This design comes from an exercise in tuning for small area on the open sky130 flow, not from production work. RTL that was checked went through simulation tests only; none was proved equivalent to the original. Power is estimated from default activity; no workload was simulated. The clock port is modelled as an ideal driver; clocking choices that lean on that would not hold on a real chip.

==> flow/design.v (excerpt) <==
module rv32i_core
(
    input  logic        clk,
    input  logic        rst,
    output logic [31:0] fetch_pc,
    input  logic [31:0] fetch_instr,
    output logic        retire_valid,
    output logic [31:0] retire_pc,
    output logic [4:0]  retire_rd,
    output logic [31:0] retire_value
);
Settings: LEC_CHECK=0, ABC_AREA=1, CAP_MARGIN=20, CORE_MARGIN=2, CORE_UTILIZATION=50, PLACE_DENSITY=0.75, SLEW_MARGIN=20; clock period 10.0 ns.
standard.sh (not shown) runs the stock make flow with config.mk's settings and CLKGATE_MAP_FILE= SYNTH_SCRIPT=/design/flow/synth_recipe.tcl, a recipe that flattens the netlist after the stock synthesis.
==> flow/flow/run.sh <==
#!/bin/bash
set -euo pipefail
rm -rf scripts_abc
cp -r "$FLOW_HOME/scripts" scripts_abc
cp flow/abc_area.script scripts_abc/abc_area.script
export SCRIPTS_DIR="$PWD/scripts_abc"
export CTS_ARGS="-sink_clustering_enable -repair_clock_nets -sink_clustering_size 21 -sink_clustering_max_diameter 55 -buf_list sky130_fd_sc_hd__clkbuf_8 -dont_use_dummy_load"
export BUFFER_PORTS_ARGS="-buffer_cell sky130_fd_sc_hd__buf_1"
bash standard.sh > standard_flow.log 2>&1
==> flow/flow/abc_area.script <==
strash
&get -n
&dch -f
&nf -R 1000
&put
strash
dch
map -a
strash
dch
map -a
topo
==> next run, changes <==
==> flow/flow/abc_area.script (replaced) <==
strash
dch
amap
topo
Settings changed: CTS_CLUSTER_DIAMETER set to 100, CTS_CLUSTER_SIZE set to 30, PLACE_DENSITY 0.75 to unset.
=> Die area barely changes; combinational power grows by about 15%; via count rises by 1.1%; global-route usage fell by 0.82 points; core utilization grows by 1.0 points; final area grows by 3.1%.
==> next run, changes <==
--- a/flow/flow/run.sh
+++ b/flow/flow/run.sh
@@ -1,0 +2,12 @@
+# The standard layout (standard.sh), with these settings changed:
+# - synthesis maps the logic with an area-oriented ABC script (flow/abc_area.script:
+#   choice networks and area-flow mapping, repeated) in place of ORFS's
+#   abc_area.script, whose buffering and upsizing the later repair steps redo
+#   anyway; everything else in synthesis, including the dfflibmap step that makes
+#   the registers, is ORFS's own script, copied unchanged;
+# - the port buffers are the smallest buffer cell (buf_1);
+# - clock tree synthesis clusters at most 23 sinks within 50 um per clkbuf_8 leaf
+#   buffer and inserts no dummy loads;
+# - after global routing, repair_timing downsizes gates off the critical paths
+#   (RECOVER_POWER).
+# All tool output goes to standard_flow.log here and to ORFS's own logs in orfs/logs.
@@ -7 +19,2 @@
-export CTS_ARGS="-sink_clustering_enable -repair_clock_nets -sink_clustering_size 21 -sink_clustering_max_diameter 55 -buf_list sky130_fd_sc_hd__clkbuf_8 -dont_use_dummy_load"
+export CTS_ARGS="-sink_clustering_enable -repair_clock_nets -sink_clustering_size 23 -sink_clustering_max_diameter 50 -buf_list sky130_fd_sc_hd__clkbuf_8 -dont_use_dummy_load"
+export RECOVER_POWER=100
==> flow/flow/abc_area.script (replaced) <==
strash
&get -n
&dch -f
&nf -R 1000
&put
strash
dch
map -a
strash
dch
map -a
topo
Settings changed: CTS_CLUSTER_DIAMETER 100 to unset, CTS_CLUSTER_SIZE 30 to unset.
- The changed run produced a clean layout
- die area stays flat
- non-clock buffer count went down by 90
- global-route usage went up by 1.3 points
- final area went down by 3.0%
- sequential power barely changes
- routed wire length went up by 6.3%
- synthesized area hardly moves
- core utilization went down by 1.0 points
- sequential cell count is unchanged
- worst setup slack improved by 0.30 ns
==> next run, changes <==
--- a/flow/flow/run.sh
+++ b/flow/flow/run.sh
@@ -9 +9 @@
-# - clock tree synthesis clusters at most 23 sinks within 50 um per clkbuf_8 leaf
+# - clock tree synthesis clusters at most 21 sinks within 55 um per clkbuf_8 leaf
@@ -19 +19 @@
-export CTS_ARGS="-sink_clustering_enable -repair_clock_nets -sink_clustering_size 23 -sink_clustering_max_diameter 50 -buf_list sky130_fd_sc_hd__clkbuf_8 -dont_use_dummy_load"
+export CTS_ARGS="-sink_clustering_enable -repair_clock_nets -sink_clustering_size 21 -sink_clustering_max_diameter 55 -buf_list sky130_fd_sc_hd__clkbuf_8 -dont_use_dummy_load"
Settings changed: CTS_CLUSTER_DIAMETER set to 100, CTS_CLUSTER_SIZE set to 30.
Core utilization stays flat.
Clock power came out lower by a few percent.
Final cell count barely changes.

---

old:
Another version of the RTL of rv32i_core (not shown whole).
Size: roughly 2200 cells after synthesis, about 1100 flip-flops, roughly 140 I/O pins, roughly 0.028 mm² of cells after synthesis.
clock: 10.0 ns
lec_check: 0
abc_area: 1
cap_margin: 20
core_margin: 2
core_utilization: 50
cts_buf_list: sky130_fd_sc_hd__clkbuf_4
cts_cluster_size: 30
slew_margin: 20
run.sh (not shown) runs the stock make flow with config.mk's settings and CLKGATE_MAP_FILE= SYNTH_SCRIPT=/design/flow/synth_recipe.tcl, a recipe that flattens the netlist after the stock synthesis.
Stock flow here: none of the scripts above is used.
Here is what was changed in the inputs of new compared with old.
diff --git a/flow/config.mk b/flow/config.mk
--- a/flow/config.mk
+++ b/flow/config.mk
@@ -10,5 +10,3 @@
 export CORE_MARGIN = 2
-export CORE_UTILIZATION = 50
-export CTS_BUF_LIST = sky130_fd_sc_hd__clkbuf_4
-export CTS_CLUSTER_SIZE = 30
+export CORE_UTILIZATION = 30
 export SLEW_MARGIN = 20
Notes after the runs:
- old vs new, startpoint of the worst setup timing path: fetch_instr[12] vs fetch_instr[14]
- Summary: with old as the reference, count of clock-buffer cells in the layout in new moved down by more than half.
- In the flow results for old and new, the share of the clock period used by the worst path is larger on new.
- In the reports for old and new, the larger non-clock buffer count belongs to old.
- Between old and new, floorplan die height increased.
- Higher switching component of the power among old and new: old
- Compare old and new | longest individual stage delay on the worst path lower: old
- Going from old to new, slew of the pin with the lowest slew margin fell 29 ps, routed via count fell 7.9%, clock latency at the later pin of the worst-skew pair fell 380 ps, worst-path maximum fanout rose 5.
No run of this note included a check of the RTL's function; only the layout flow was run.

---

## run 1
RTL: one of the versions met above, not the one the previous note started from.
For scale: about 1900 cells after synthesis, roughly 1100 flip-flops, roughly 140 I/O pins.
// rv32i_core
module rv32i_core
(
    input  logic        clk,
    input  logic        rst,
    output logic [31:0] fetch_pc,
    input  logic [31:0] fetch_instr,
    output logic        retire_valid,
    output logic [31:0] retire_pc,
    output logic [4:0]  retire_rd,
    output logic [31:0] retire_value
);
==> flow/config.mk <==
export PLATFORM = sky130hd
export DESIGN_NAME = rv32i_core
export DESIGN_NICKNAME = rv32i_core
export VERILOG_FILES = /design/flow/design.v
export SDC_FILE = /design/flow/constraint.sdc
export NUM_CORES = 4
export LEC_CHECK = 0
export ABC_AREA = 1
export CAP_MARGIN = 0
export CORE_MARGIN = 2
export CORE_UTILIZATION = 50
export CTS_CLUSTER_DIAMETER = 100
export CTS_CLUSTER_SIZE = 30
export SLEW_MARGIN = 0
==> flow/constraint.sdc <==
create_clock -name core_clock -period 10.0 [get_ports {clk}]
set_input_delay 2.0000 -clock core_clock [delete_from_list [all_inputs] [get_ports {clk}]]
set_output_delay 2.0000 -clock core_clock [all_outputs]
set_load 0.01 [all_outputs]
standard.sh (not shown) runs the stock make flow with config.mk's settings and CLKGATE_MAP_FILE= SYNTH_SCRIPT=/design/flow/synth_recipe.tcl, a recipe that flattens the netlist after the stock synthesis.
==> flow/flow/run.sh <==
#!/bin/bash
set -euo pipefail
rm -rf scripts_abc
cp -r "$FLOW_HOME/scripts" scripts_abc
cp flow/abc_area.script scripts_abc/abc_area.script
export SCRIPTS_DIR="$PWD/scripts_abc"
export BUFFER_PORTS_ARGS="-buffer_cell sky130_fd_sc_hd__buf_1"
bash standard.sh > standard_flow.log 2>&1
==> flow/flow/abc_area.script <==
strash
&get -n
&dch -f
&nf -R 1000
&put
strash
dch
map -a
strash
dch
map -a
topo
Run 1 finished every step from synthesis to the final layout, and the layout passed the timing, DRC and antenna checks.
Edits applied to the flow inputs when going from run 1 to run 2:
Settings: CAP_MARGIN: 0 -> 20; SLEW_MARGIN: 0 -> 20.
diff --git a/flow/flow/run.sh b/flow/flow/run.sh
--- a/flow/flow/run.sh
+++ b/flow/flow/run.sh
@@ -6,2 +6,3 @@
 export SCRIPTS_DIR="$PWD/scripts_abc"
+export CTS_ARGS="-sink_clustering_enable -repair_clock_nets -sink_clustering_size 21 -sink_clustering_max_diameter 55 -buf_list sky130_fd_sc_hd__clkbuf_8 -dont_use_dummy_load"
 export BUFFER_PORTS_ARGS="-buffer_cell sky130_fd_sc_hd__buf_1"
Notes after the runs:
Diff run 1..run 2 | synthesized area | unchanged. [compare] base=run 1 new=run 2: first-iteration DRC count rose by 5, sequential share of layout area increased 0.71 points, non-clock buffer count was more or less identical, worst-skew pair later-pin latency went up by 80 ps.
## Diff of input files: run 3 against run 2
Settings: CORE_UTILIZATION changed from 50 to 40; CTS_CLUSTER_DIAMETER removed (was 100); CTS_CLUSTER_SIZE removed (was 30).
[summary]
- Area of the die ended up 14000 um2 higher on run 3 than on run 2.
- Looking at logic depth of the worst setup path including buffers, run 3 sits above run 2.
- Diff run 2 -> run 3: layout net count went up 0.47%, non-clock buffer total of the final layout rose by 1.3%, met3 track utilization from global routing went down 0.55 points.
- Post-route fraction of the period consumed by the critical path for run 3 is higher than for run 2.
- Run 2 and run 3 ended up with roughly the same combinational power share.
For run 4, these inputs were changed with respect to run 3:
Settings: setting CTS_CLUSTER_SIZE to 30 for the first time; changing CORE_UTILIZATION from 40 to 50; setting CTS_CLUSTER_DIAMETER to 100 for the first time.
==> flow/flow/run.sh <==
#!/bin/bash
set -euo pipefail
export BUFFER_PORTS_ARGS="-buffer_cell sky130_fd_sc_hd__buf_1"
res=orfs/results/$FLOW_PLATFORM/rv32i_core/base
lib=$(ls $FLOW_HOME/platforms/$FLOW_PLATFORM/lib/sky130_fd_sc_hd__tt_025C_1v80.lib)
bash standard.sh synth > standard_synth.log 2>&1
python3 flow/downsize.py $res/1_2_yosys.v $res/1_2_yosys.v $lib $FLOW_HOME/platforms/$FLOW_PLATFORM/config.mk > downsize.log 2>&1
rm -f $res/1_synth.odb $res/1_synth.sdc
touch $res/1_2_yosys.v
bash standard.sh > standard_flow.log 2>&1
==> flow/flow/downsize.py (new file) <==
# Replace each combinational cell of the synthesized netlist by the smallest
# cell of the same function (drive strength _1 or _0); the placement and
# timing repair steps size up whatever needs it.
import re,sys
lib=open(sys.argv[3]).read()
area={}
for m in re.finditer(r'cell\s*\(\s*"?(\w+)"?\s*\)\s*\{(.*?)area\s*:\s*([\d.]+)',lib,re.S):
    area[m.group(1)]=float(m.group(3))
dont=set(open(sys.argv[4]).read().split())
def smallest(c):
    m=re.match(r'(sky130_fd_sc_hd__\w+?)_(\d+)$',c)
    if not m: return c
    base=m.group(1)
    if re.search(r'df|dl|sdf|edf|conb|tap|fill|decap|clkbuf|clkinv|clkdly|dlygate|dlymetal',base): return c
    cands=[(area[k],k) for k in area if re.fullmatch(re.escape(base)+r'_\d+',k) and k not in dont]
    if not cands: return c
    return min(cands)[1]
def main(fn,out):
    s=open(fn).read()
    saved=0
    lines=s.split('\n')
    for i,l in enumerate(lines):
        m=re.match(r'^(\s*)(sky130_fd_sc_hd__\w+)(\s.*)$',l)
        if m:
            c=m.group(2); n=smallest(c)
            if n!=c:
                saved+=area[c]-area[n]; lines[i]=m.group(1)+n+m.group(3)
    open(out,'w').write('\n'.join(lines))
    print('saved',round(saved,1),file=sys.stderr)
main(sys.argv[1],sys.argv[2])
removed: flow/flow/abc_area.script
## What came out
Relative to run 3, the number of global-route vias before repair of run 4 is lower by about 1.4%. A critical path startpoint of fetch_instr[31] is what run 3 shows, while fetch_instr[30] belongs to run 4. Changes observed in run 4 relative to run 3: total length of routed wires has decreased; power after layout increased by 0.14 mW relative to the old numbers; global-route track usage on met1 increased 5.5 points; relative max-transition margin picked up an extra 8.9 points; multi-input combinational area share now sits higher. Diff run 3 -> run 4: count of clock-buffer cells in the layout fell about 37%; first-pass GRT wire length fell about 1.7%.
Setup changes, run 4 to run 5
Settings: an added GPL_ROUTABILITY_DRIVEN of 0; an added GPL_TIMING_DRIVEN of 0; a deleted CTS_CLUSTER_SIZE that had been 30; a deleted CTS_CLUSTER_DIAMETER that had been 100.
==> flow/flow/run.sh <==
#!/bin/bash
set -euo pipefail
rm -rf scripts_abc
cp -r "$FLOW_HOME/scripts" scripts_abc
cp flow/abc_area.script scripts_abc/abc_area.script
export SCRIPTS_DIR="$PWD/scripts_abc"
export CTS_ARGS="-sink_clustering_enable -repair_clock_nets -sink_clustering_size 21 -sink_clustering_max_diameter 55 -buf_list sky130_fd_sc_hd__clkbuf_8 -dont_use_dummy_load"
export BUFFER_PORTS_ARGS="-buffer_cell sky130_fd_sc_hd__buf_1"
bash standard.sh > standard_flow.log 2>&1
==> flow/flow/abc_area.script (new file) <==
strash
&get -n
&dch -f
&nf -R 1000
&put
strash
dch
map -a
strash
dch
map -a
topo
removed: flow/flow/downsize.py
--- outcome ---
Run 5: done, clean on timing, DRC and antenna
The lower multi-input gate share of the layout cell area of run 5 and run 4 is in run 5.
Compared with run 4, in run 5 H-tree depth +1, critical path depth -5, post-CTS setup repair buffer count +1, post-layout total power -about 3.5%.
Clock power share: run 5 < run 4
Run 5 vs run 4 — synthesized area dropped slightly
When the final numbers for run 5 and run 4 were put side by side, the amount of wire on met3 after detailed routing turned out to be smaller in run 4.
--- input diff run 5..run 6 ---
Settings: setting CTS_CLUSTER_SIZE to 30 for the first time; setting CTS_CLUSTER_DIAMETER to 100 for the first time; removing GPL_TIMING_DRIVEN (formerly 0); removing GPL_ROUTABILITY_DRIVEN (formerly 0).
==> flow/flow/run.sh <==
#!/bin/bash
set -euo pipefail
rm -rf scripts_abc
cp -r "$FLOW_HOME/scripts" scripts_abc
cp flow/abc_area.script scripts_abc/abc_area.script
export SCRIPTS_DIR="$PWD/scripts_abc"
export CTS_ARGS="-sink_clustering_enable -repair_clock_nets -sink_clustering_size 30 -sink_clustering_max_diameter 100 -dont_use_dummy_load"
export BUFFER_PORTS_ARGS="-buffer_cell sky130_fd_sc_hd__buf_1"
bash standard.sh > standard_flow.log 2>&1
--- outcome ---
- Across run 5 and run 6, the outcome is the same: a clean finish for every run.
- Run 6 vs run 5 — count of antenna diodes in the layout rose 1.
- Total track usage: run 6 vs run 5 up 1.6 points
- Run 6 vs run 5, total length of routed met2 wires went up by about 10%.
- Run 6 ends up with a transition time at the pin with the least slew margin that is 110 ps higher than in run 5.
- Number of H-tree levels is lower on run 6
- Taking run 6 as 1.0, run 5 lands at 0.889 on average routed wire per standard cell.
- The pre-CTS setup slack of run 6 is higher than that of run 5.
- Run 6 vs. run 5: largest fanout on the critical path higher, total instance count after detailed placement decreased about 1.7%, number of logic stages on the critical path including buffering went up 3.6%.

---

## run A
The RTL this note starts from:
==> flow/design.v <==
`default_nettype none
package rv32i_pkg;
    localparam int xlen = 32;
    typedef logic [xlen-1:0] rv32i_word;
    typedef logic [4:0]      rv32i_reg;
    localparam rv32i_word reset_pc  = 32'h0000_0000;
    localparam rv32i_word nop_instr = 32'h0000_0013;
    typedef enum logic [6:0] {
        op_lui   = 7'b0110111,
        op_auipc = 7'b0010111,
        op_jal   = 7'b1101111,
        op_jalr  = 7'b1100111,
        op_br    = 7'b1100011,
        op_imm   = 7'b0010011,
        op_reg   = 7'b0110011
    } rv32i_opcode_t;
    typedef enum logic [3:0] {
        alu_add,
        alu_sub,
        alu_sll,
        alu_slt,
        alu_sltu,
        alu_xor,
        alu_srl,
        alu_sra,
        alu_or,
        alu_and,
        alu_pass_b
    } alu_ops_t;
    typedef enum logic [2:0] {
        beq  = 3'b000,
        bne  = 3'b001,
        blt  = 3'b100,
        bge  = 3'b101,
        bltu = 3'b110,
        bgeu = 3'b111
    } cmp_ops_t;
    typedef enum logic {
        rs1_out = 1'b0,
        pc_out  = 1'b1
    } alumux1_sel_t;
    typedef enum logic [2:0] {
        i_imm   = 3'd0,
        u_imm   = 3'd1,
        b_imm   = 3'd2,
        j_imm   = 3'd3,
        rs2_out = 3'd4
    } alumux2_sel_t;
endpackage
`default_nettype wire
`timescale 1ns/1ps
`default_nettype none
module rv32i_core
(
    input  logic        clk,
    input  logic        rst,
    output logic [31:0] fetch_pc,
    input  logic [31:0] fetch_instr,
    output logic        retire_valid,
    output logic [31:0] retire_pc,
    output logic [4:0]  retire_rd,
    output logic [31:0] retire_value
);
    logic [3:0]  ph;
    logic        clr;
    logic [1:0]  st;
    logic [31:0] R;
    logic [31:0] N;
    logic        ca;
    logic        cb;
    logic        z;
    wire last  = (ph == 4'd15);
    wire first = (ph == 4'd0);
    wire [31:0] ins = fetch_instr;
    wire [6:0]  opc = ins[6:0];
    wire [2:0]  f3  = ins[14:12];
    wire [6:0]  f7  = ins[31:25];
    wire [4:0]  rd  = ins[11:7];
    wire [4:0]  rs1 = ins[19:15];
    wire [4:0]  rs2 = ins[24:20];
    wire is_lui   = (opc == 7'b0110111);
    wire is_auipc = (opc == 7'b0010111);
    wire is_jal   = (opc == 7'b1101111);
    wire is_jalr  = (opc == 7'b1100111) && (f3 == 3'b000);
    wire is_br    = (opc == 7'b1100011) && (f3[2:1] != 2'b01);
    wire is_imm   = (opc == 7'b0010011) &&
                    ((f3 == 3'b001) ? (f7 == 7'b0000000) :
                     (f3 == 3'b101) ? (f7 == 7'b0000000 || f7 == 7'b0100000) : 1'b1);
    wire is_reg   = (opc == 7'b0110011) &&
                    (f7 == 7'b0000000 || (f7 == 7'b0100000 && (f3 == 3'b000 || f3 == 3'b101)));
    wire is_alu   = is_imm || is_reg;
    wire is_shift = is_alu && (f3[1:0] == 2'b01);
    wire is_slt   = is_alu && (f3[2:1] == 2'b01);
    wire legal    = is_lui || is_auipc || is_jal || is_jalr || is_br || is_alu;
    wire is_sub   = is_reg && (f3 == 3'b000) && ins[30];
    wire is_sra   = ins[30];
    wire two_reg  = is_reg || is_br;
    logic [1:0] fin;
    always_comb
    begin
        if (is_shift)
            fin = 2'd3;
        else if (is_slt)
            fin = is_reg ? 2'd2 : 2'd1;
        else if (is_reg)
            fin = 2'd1;
        else
            fin = 2'd0;
    end
    wire at_fin = (st == fin);
    wire cmp_slt = is_slt && (st == fin - 2'd1);
    logic [31:0] imm;
    always_comb
    begin
        if (is_lui || is_auipc)
            imm = {ins[31:12], 12'd0};
        else if (is_jal)
            imm = {{12{ins[31]}}, ins[19:12], ins[20], ins[30:21], 1'b0};
        else if (opc[6:2] == 5'b11000)
            imm = {{20{ins[31]}}, ins[7], ins[30:25], ins[11:8], 1'b0};
        else
            imm = {{21{ins[31]}}, ins[30:20]};
    end
    wire [1:0] immp = imm[{ph, 1'b0} +: 2];
    wire [1:0] pcp  = fetch_pc[{ph, 1'b0} +: 2];
    logic [1:0] tap [0:31];
    logic [1:0] rin;
    logic       wq;
    logic       clq;
    logic [4:0] rdq;
    wire        wr = !clr && legal && !is_br && at_fin && (rd != 5'd0);
    assign tap[0] = 2'b00;
    genvar gr;
    generate
        for (gr = 1; gr < 32; gr++)
        begin : g_reg
            logic [31:0] ring;
            wire we = clq || (wq && rdq == 5'(gr));
            always_ff @(posedge clk)
                ring <= {ring[1:0], we ? R[31:30] : ring[31:30], ring[29:2]};
            assign tap[gr] = ring[1:0];
        end
    endgenerate
    wire [4:0] ridx = (st == 2'd0 && two_reg) ? rs2 : rs1;
    wire [1:0] a    = tap[ridx];
    wire tgt_rev = is_br && (st == 2'd2);    
    wire use_pc  = is_auipc || is_jal || tgt_rev;
    wire use_imm = !two_reg || tgt_rev;
    wire inv     = is_sub || is_slt || (is_br && !tgt_rev);
    wire [1:0] op1  = is_lui ? 2'b00 : (use_pc ? pcp : a);
    wire [1:0] op2r = use_imm ? immp : N[1:0];
    wire [1:0] op2  = inv ? ~op2r : op2r;
    wire       cin  = first ? inv : ca;
    wire       c1   = (op1[0] & op2[0]) | (op1[0] & cin) | (op2[0] & cin);
    wire       cout = (op1[1] & op2[1]) | (op1[1] & c1) | (op2[1] & c1);
    wire [1:0] sum  = {op1[1] ^ op2[1] ^ c1, op1[0] ^ op2[0] ^ cin};
    wire zero  = (sum == 2'b00) && (first || z);
    wire lt    = (op1[1] ^ op2r[1]) ? op1[1] : sum[1];
    wire ltu   = !cout;
    wire taken = f3[0] ^ (f3[2] ? (f3[1] ? ltu : lt) : zero);
    logic [1:0] alu;
    always_comb
    begin
        case (f3)
            3'b100:  alu = op1 ^ op2r;
            3'b110:  alu = op1 | op2r;
            3'b111:  alu = op1 & op2r;
            default: alu = sum;
        endcase
        if (!is_alu)
            alu = sum;
    end
    wire       bcin  = (ph == 4'd1) ? 1'b1 : (first ? 1'b0 : cb);
    wire       bc1   = pcp[0] & bcin;
    wire [1:0] pc4   = {pcp[1] ^ bc1, pcp[0] ^ bcin};
    wire       bcout = pcp[1] & bc1;
    wire [4:0] sh    = rdq;
    wire       d     = cb;
    wire       fl    = z;
    wire       right = f3[2];
    wire [4:0] t     = right ? sh : (5'd0 - sh);
    wire [3:0] m     = t[4:1] + {3'd0, t[0]};
    wire [1:0] P     = N[{m, 1'b0} +: 2];
    wire [5:0] plo   = {1'b0, ph, 1'b0} + {1'b0, sh};
    wire [5:0] phi   = {1'b0, ph, 1'b1} + {1'b0, sh};
    wire       vlo   = right ? !plo[5] : ({ph, 1'b0} >= sh);
    wire       vhi   = right ? !phi[5] : ({ph, 1'b1} >= sh);
    wire       fill  = right && is_sra && fl;
    wire [1:0] shr   = t[0] ? {P[0], d} : P;
    wire [1:0] shx   = {vhi ? shr[1] : fill, vlo ? shr[0] : fill};
    logic [1:0] nin;
    always_comb
    begin
        rin = alu;
        nin = pc4;
        if (is_shift)
        begin
            case (st)
                2'd0:    rin = is_reg ? a : immp;
                2'd1:    nin = a;
                2'd2:
                begin
                    rin = shx;
                    nin = N[1:0];
                end
                default: rin = R[1:0];
            endcase
        end
        else
        begin
            if (two_reg && st == 2'd0)
                nin = a;
            if (is_br)
                rin = 2'b00;
            if (tgt_rev)
                nin = sum;
            if (is_slt)
                rin = {1'b0, first && fl};
            if (is_jal || is_jalr)
                rin = pc4;
            if (is_jal)
                nin = sum;
            else if (is_jalr)
                nin = {sum[1], sum[0] && !first};
        end
        if (clr)
        begin
            nin = 2'b00;
            rin = 2'b00;
        end
    end
    wire [31:0] R_d = {rin, R[31:2]};
    wire [31:0] N_d = {nin, N[31:2]};
    wire retire = !clr && legal && (is_br ? (st == 2'd2 || (st == 2'd1 && !taken)) : at_fin);
    wire load   = clr || !legal || retire;
    assign retire_valid = last && retire;
    assign retire_pc    = fetch_pc;
    assign retire_rd    = is_br ? 5'd0 : rd;
    assign retire_value = R_d;
    always_ff @(posedge clk)
    begin
        R  <= R_d;
        N  <= N_d;
        ca <= cout;
        wq  <= wr;
        clq <= clr;
        if (is_shift && (st == 2'd1 || st == 2'd2))
            cb <= (st == 2'd1 && m == 4'd0) ? a[1] : P[1];
        else
            cb <= bcout;
        if (is_shift && (st == 2'd1 || st == 2'd2))
            rdq <= rdq;
        else if (is_shift && st == 2'd0 && last)
            rdq <= R_d[4:0];
        else
            rdq <= rd;
        if (is_shift && st == 2'd2)
            z <= z;
        else if (last && is_shift && st == 2'd1)
            z <= a[1];
        else if (last && cmp_slt)
            z <= f3[0] ? ltu : lt;
        else
            z <= zero;
        if (rst)
        begin
            ph  <= 4'd0;
            clr <= 1'b1;
            st  <= 2'd0;
        end
        else
        begin
            ph <= ph + 4'd1;
            if (last)
            begin
                clr <= 1'b0;
                if (load)
                    fetch_pc <= N_d;
                if (load)
                    st <= 2'd0;
                else
                    st <= st + 2'd1;
            end
        end
    end
endmodule
`default_nettype wire
==> flow/config.mk <==
export PLATFORM = sky130hd
export DESIGN_NAME = rv32i_core
export DESIGN_NICKNAME = rv32i_core
export VERILOG_FILES = /design/flow/design.v
export SDC_FILE = /design/flow/constraint.sdc
export NUM_CORES = 4
export LEC_CHECK = 0
export ABC_AREA = 1
export CAP_MARGIN = 20
export CORE_MARGIN = 2
export CORE_UTILIZATION = 50
export CTS_CLUSTER_DIAMETER = 100
export CTS_CLUSTER_SIZE = 30
export SLEW_MARGIN = 20
==> flow/constraint.sdc <==
create_clock -name core_clock -period 10.0 [get_ports {clk}]
set_input_delay 2.0000 -clock core_clock [delete_from_list [all_inputs] [get_ports {clk}]]
set_output_delay 2.0000 -clock core_clock [all_outputs]
set_load 0.01 [all_outputs]
==> flow/flow/run.sh <==
#!/bin/bash
set -euo pipefail
rm -rf scripts_abc
cp -r "$FLOW_HOME/scripts" scripts_abc
cp flow/abc_area.script scripts_abc/abc_area.script
export SCRIPTS_DIR="$PWD/scripts_abc"
export CTS_ARGS="-sink_clustering_enable -repair_clock_nets -sink_clustering_size 20 -sink_clustering_max_diameter 60 -buf_list sky130_fd_sc_hd__clkbuf_8 -dont_use_dummy_load"
export BUFFER_PORTS_ARGS="-buffer_cell sky130_fd_sc_hd__buf_1"
bash standard.sh > standard_flow.log 2>&1
==> flow/flow/abc_area.script <==
strash
&get -n
&dch -f
&nf -R 1000
&put
strash
dch
map -a
strash
dch
map -a
topo
Run A did not stop at any stage, and its layout met the timing, DRC and antenna checks.
What run B does differently from run A at the input level:
==> flow/flow/run.sh <==
#!/bin/bash
set -euo pipefail
rm -rf scripts_abc
cp -r "$FLOW_HOME/scripts" scripts_abc
cp flow/abc_area.script scripts_abc/abc_area.script
export SCRIPTS_DIR="$PWD/scripts_abc"
export CTS_ARGS="-sink_clustering_enable -repair_clock_nets -sink_clustering_size 21 -sink_clustering_max_diameter 55 -buf_list sky130_fd_sc_hd__clkbuf_8 -dont_use_dummy_load"
export BUFFER_PORTS_ARGS="-buffer_cell sky130_fd_sc_hd__buf_1"
bash standard.sh > standard_flow.log 2>&1
==> flow/flow/abc_area.script <==
strash
dch
map -a
strash
dch
map -a
strash
dch
map -a
strash
dch
map -a
topo
Notes after the runs:
- Depth of the critical timing path with buffers and inverters included in run B vs run A: up 6.3%
- Sequential share of layout area: run A vs run B — no meaningful difference
- Going from run A to run B, wire length of the first global-routing pass now sits higher, initial antenna violation count now sits lower, design area now sits at about the same level.
Input-level comparison between run C and run B:
==> flow/flow/run.sh <==
#!/bin/bash
set -euo pipefail
rm -rf scripts_abc
cp -r "$FLOW_HOME/scripts" scripts_abc
cp flow/abc_area.script scripts_abc/abc_area.script
export SCRIPTS_DIR="$PWD/scripts_abc"
export CTS_ARGS="-sink_clustering_enable -repair_clock_nets -sink_clustering_size 22 -sink_clustering_max_diameter 60 -buf_list sky130_fd_sc_hd__clkbuf_8 -dont_use_dummy_load"
export BUFFER_PORTS_ARGS="-buffer_cell sky130_fd_sc_hd__buf_1"
bash standard.sh > standard_flow.log 2>&1
==> flow/flow/abc_area.script <==
strash
&get -n
&dch -f
&nf -R 1000
&put
strash
dch
map -a
strash
dch
map -a
topo
==> run notes <==
Lower row count goes to run C over run B.
Taking run B as the reference, in run C first-pass GRT wire length fell by 1.3%, first-iteration DRC count fell by about 8%, count of vias placed by the detailed router fell by 176, number of multi-input combinational cells in the layout fell by 17.
Run C vs run B — distinct cell type count of the synthesized netlist climbed by more than 10%
Here is what was changed in the inputs of run D compared with run C.
==> flow/run.sh (new file) <==
#!/bin/bash
# synth_recipe.tcl (not shown) runs the flow's synth.tcl, then flattens the netlist and writes it again
# the make line also repeats each setting of config.mk as NAME=value (left out here)
make -C /OpenROAD-flow-scripts/flow DESIGN_CONFIG=/design/flow/config.mk WORK_HOME=/design/flow/orfs CLKGATE_MAP_FILE= SYNTH_SCRIPT=/design/flow/synth_recipe.tcl finish
removed: flow/flow/run.sh
removed: flow/flow/abc_area.script
removed: flow/standard.sh
[summary]
Run C has a lower design area than run D. Compared with run C, run D degrades maximum frequency. As of run D, routed wire length had risen by a few percent compared to run C. Worst setup margin: run D < run C. Re clock buffer count from CTS: run D is 15 down on run C. Run C ended up with fewer cell instances than run D did. As far as data required time at the worst endpoint is concerned, run C and run D perform about the same. Changes observed in run D relative to run C: combinational cell fraction of total power climbed 0.3 points; clock share of power saw an increase. Compared with run C, run D shows count of clock-buffer cells in the layout that has gone down by more than 10%.

==> re-timing with driven ports <==
How much do the figures lean on ideal ports? The routed layouts below were timed once more, with nothing changed but the port constraints. Step 1, drivers: a clkbuf_16 drives clk and a buf_2 each remaining input, both assumed. Step 2 moves the port delays by t, midway between the first and last clock arrival at a register: inputs arrive t later, outputs are due t later. That takes back most of the time a late clock gives input paths. Slacks: ideal ports / drivers / drivers and shift; pairs: ideal ports / drivers.
run	t (ns)	setup slack, ns	clock arrival spread, ns	worst data-port slew with drivers (ns)	cell pins on the clock port's net
the first run of note 1	0.688	0.471 / 0.449 / 0.449	0.104 / 0.104	0.04	1
the second run of note 1	0.700	0.247 / 0.213 / 0.213	0.070 / 0.070	0.04	1
the third run of note 1	0.695	0.551 / 0.518 / 0.518	0.101 / 0.101	0.05	1
the fourth run of note 1	0.693	0.541 / 0.508 / 0.508	0.114 / 0.115	0.05	1
old	1.032	1.121 / 1.087 / 1.087	0.104 / 0.105	0.09	1
new	0.682	0.929 / 0.908 / 0.908	0.035 / 0.035	0.09	1
run 1	0.661	0.578 / 0.545 / 0.545	0.039 / 0.039	0.05	1
run 2	0.693	0.546 / 0.513 / 0.513	0.114 / 0.114	0.05	1
run 3	0.700	0.494 / 0.475 / 0.475	0.094 / 0.094	0.07	1
run 4	0.651	0.590 / 0.569 / 0.569	0.039 / 0.039	0.07	1
run 5	0.678	0.309 / 0.282 / 0.282	0.069 / 0.068	0.05	1
run 6	0.625	0.566 / 0.533 / 0.533	0.089 / 0.090	0.05	1
run A	0.702	0.578 / 0.545 / 0.545	0.092 / 0.092	0.05	1
run B	0.692	0.578 / 0.525 / 0.525	0.074 / 0.074	0.06	1
run C	0.709	0.599 / 0.566 / 0.566	0.110 / 0.110	0.05	1
run D	0.659	0.469 / 0.437 / 0.437	0.034 / 0.035	0.06	1
After both steps every run listed still meets setup and hold. The setup slack of run B, which loses most, moves by -0.053 ns with the drivers and by -0.053 ns with both steps.
